This is an optimization exercise on Yosys and OpenROAD, whose aim is small area, a short achievable clock period and few clock cycles per item, not a production implementation. In this exercise RTL edits were held to simulation tests only and were not proved equivalent to the original. Power is estimated from default activity; no workload was simulated.

Design per_cpu_preemption_tracker, start of the top module:
module per_cpu_preemption_tracker #(
	parameter int N_CPUS     = ppt_pkg::N_CPUS_DEF,
	parameter int DEPTH_BITS = ppt_pkg::DEPTH_BITS_DEF
) (
	input  logic                      clk,
	input  logic                      arst_n,
	input  logic                      cfg_wr_en,
	input  logic [ppt_pkg::CFG_W-1:0] cfg_wr_data,
	input  logic                      in_valid,
	output logic                      in_ready,
	input  logic [ppt_pkg::ACT_W-1:0] in_action,
	input  logic [ppt_pkg::CPU_W-1:0] in_cpu,
	input  logic [ppt_pkg::TICK_W-1:0] in_sleep_ticks,
	input  logic [ppt_pkg::TICK_W-1:0] in_wake_time,
	input  logic                      in_schedule_ok,
	output logic                      out_valid,
	input  logic                      out_ready,
	output logic [ppt_pkg::STAT_W-1:0] out_status,
	output logic                      out_sched_req,
	output logic                      out_preemptible,
	output logic [ppt_pkg::TICK_W-1:0] out_tick_count,
	output logic [ppt_pkg::TICK_W-1:0] out_switch_count
);
export LEC_CHECK = 0
export CAP_MARGIN = 20
export CORE_MARGIN = 2
export CORE_UTILIZATION = 55
export CTS_CLUSTER_DIAMETER = 100
export CTS_CLUSTER_SIZE = 24
export SETUP_SLACK_MARGIN = 4.5
export SLEW_MARGIN = 20
export SYNTH_HIERARCHICAL = 1
create_clock -name core_clock -period 8.0 [get_ports {clk}]
run.sh (not shown) runs the stock make flow with config.mk's settings and CLKGATE_MAP_FILE= SYNTH_SCRIPT=/design/flow/synth_recipe.tcl, a recipe that flattens the netlist after the stock synthesis.
Testbench counts at the start, summed over its fixed seeds: cycles 24,043, items 24,027.
Rerun with:
--- a/flow/design.v
+++ b/flow/design.v
@@ -77,35 +77,35 @@
 	assign out_valid = out_v_q;
 	assign cmd.b_load = rdy_q;
 	assign cmd.exec   = exec;
 	assign cmd.skid_v = skid_v_q;
 	assign cmd.out_ld = out_ld && (exec || skid_v_q);
 endmodule
 module ppt_le #(
 	parameter int W = ppt_pkg::TICK_W
 ) (
 	input  logic [W-1:0] a,
-	input  logic [W-1:0] nb,
+	input  logic [W-1:0] b,
 	output logic         le
 );
 	always_comb begin
 		logic [W-1:0] g;
 		logic [W-1:0] p;
-		g = a & nb;
-		p = a | nb;
+		g = b & ~a;
+		p = b | ~a;
 		for (int w = 1; w < W; w = w * 2) begin
 			for (int i = 0; i + w < W; i = i + 2 * w) begin
 				g[i] = g[i+w] | (p[i+w] & g[i]);
 				p[i] = p[i+w] & p[i];
 			end
 		end
-		le = !g[0];
+		le = g[0] | p[0];
 	end
 endmodule
 module ppt_late (
 	input  logic d0,
 	input  logic d1,
 	input  logic l,
 	output logic y
 );
 	assign y = l ? d1 : d0;
 endmodule
@@ -236,28 +236,26 @@
 		r_sl_q <= r_sl_d;
 	end
 	assign is_wake  = (b_act_q == ppt_pkg::ACT_WAKE);
 	assign is_sleep = (b_act_q == ppt_pkg::ACT_SLEEP);
 	assign sl = r_sl_q;
 	assign dp = r_dp_q;
 	assign tk = r_tk_q;
 	assign sw = r_sw_q;
 	logic [N_CPUS-1:0] le_cpu;
 	logic              le_pd_in;
-	logic [TW-1:0]     now_n;
-	assign now_n = ~in_wake_time;
 	logic              le_pd_ex;
 	for (genvar c = 0; c < N_CPUS; c++) begin : g_le
-		ppt_le #(.W(TW)) u_le (.a(dl_q[c]), .nb(now_n), .le(le_cpu[c]));
+		ppt_le #(.W(TW)) u_le (.a(dl_q[c]), .b(in_wake_time), .le(le_cpu[c]));
 	end
-	ppt_le #(.W(TW)) u_le_pd_in (.a(pd_dl_q), .nb(now_n), .le(le_pd_in));
-	ppt_le #(.W(TW)) u_le_pd_ex (.a(pd_dl_q), .nb(~b_op_q), .le(le_pd_ex));
+	ppt_le #(.W(TW)) u_le_pd_in (.a(pd_dl_q), .b(in_wake_time), .le(le_pd_in));
+	ppt_le #(.W(TW)) u_le_pd_ex (.a(pd_dl_q), .b(b_op_q), .le(le_pd_ex));
 	always_comb begin
 		le_d = le_cpu;
 		if (pd_wr_q) begin
 			le_d[pd_cpu_q] = le_pd_in;
 		end
 	end
 	always_ff @(posedge clk) begin
 		if (cmd.b_load) begin
 			le_q <= le_d;
 		end
=>
- worst hold slack gains 0.030 ns
- non-clock buffer count is lower by 98
- flip-flop and latch count does not change
- core utilization is lower by 0.53 points
- via count is higher by 0.49%
- final area is higher by 2.3%
- worst setup slack gains 0.073 ns
- total power is higher by 0.43%
- sequential share of layout area is lower by 1.4 points
- register-to-register slack gains 0.02 ns
- clock power is about the same
- final cell count is higher by 5.0%
- die area is higher by 3.1%
- global-route usage is lower by 1.2 points
Testbench counts after the change, summed over its fixed seeds: cycles 24,043, items 24,027.

==> port drivers added, routing unchanged <==
The results above use ideal ports. As a check the final layouts listed here were re-extracted and re-timed, cells and wires unchanged.
Step 1, drivers: a clkbuf_16 drives clk and a buf_2 each remaining input, both assumed.
Step 2 moves the port delays by t, midway between the first and last clock arrival at a register: inputs arrive t later, outputs are due t later. That takes back most of the time a late clock gives input paths.
a / b / c = ideal / step 1 / step 2; a / b = the first two.
run	t (ns)	setup WS [ns]	hold slack, ns	worst slew at a driven data input, ns
the first run	1.005	4.378 / 4.428 / 3.446	0.484 / 0.484 / 0.484	0.04
the second run	1.003	4.451 / 4.412 / 3.505	0.514 / 0.514 / 0.514	0.07
After both steps setup and hold are still met in every run listed. The setup slack of the second run, which loses most, moves by -0.039 ns with the drivers and by -0.946 ns with both steps.
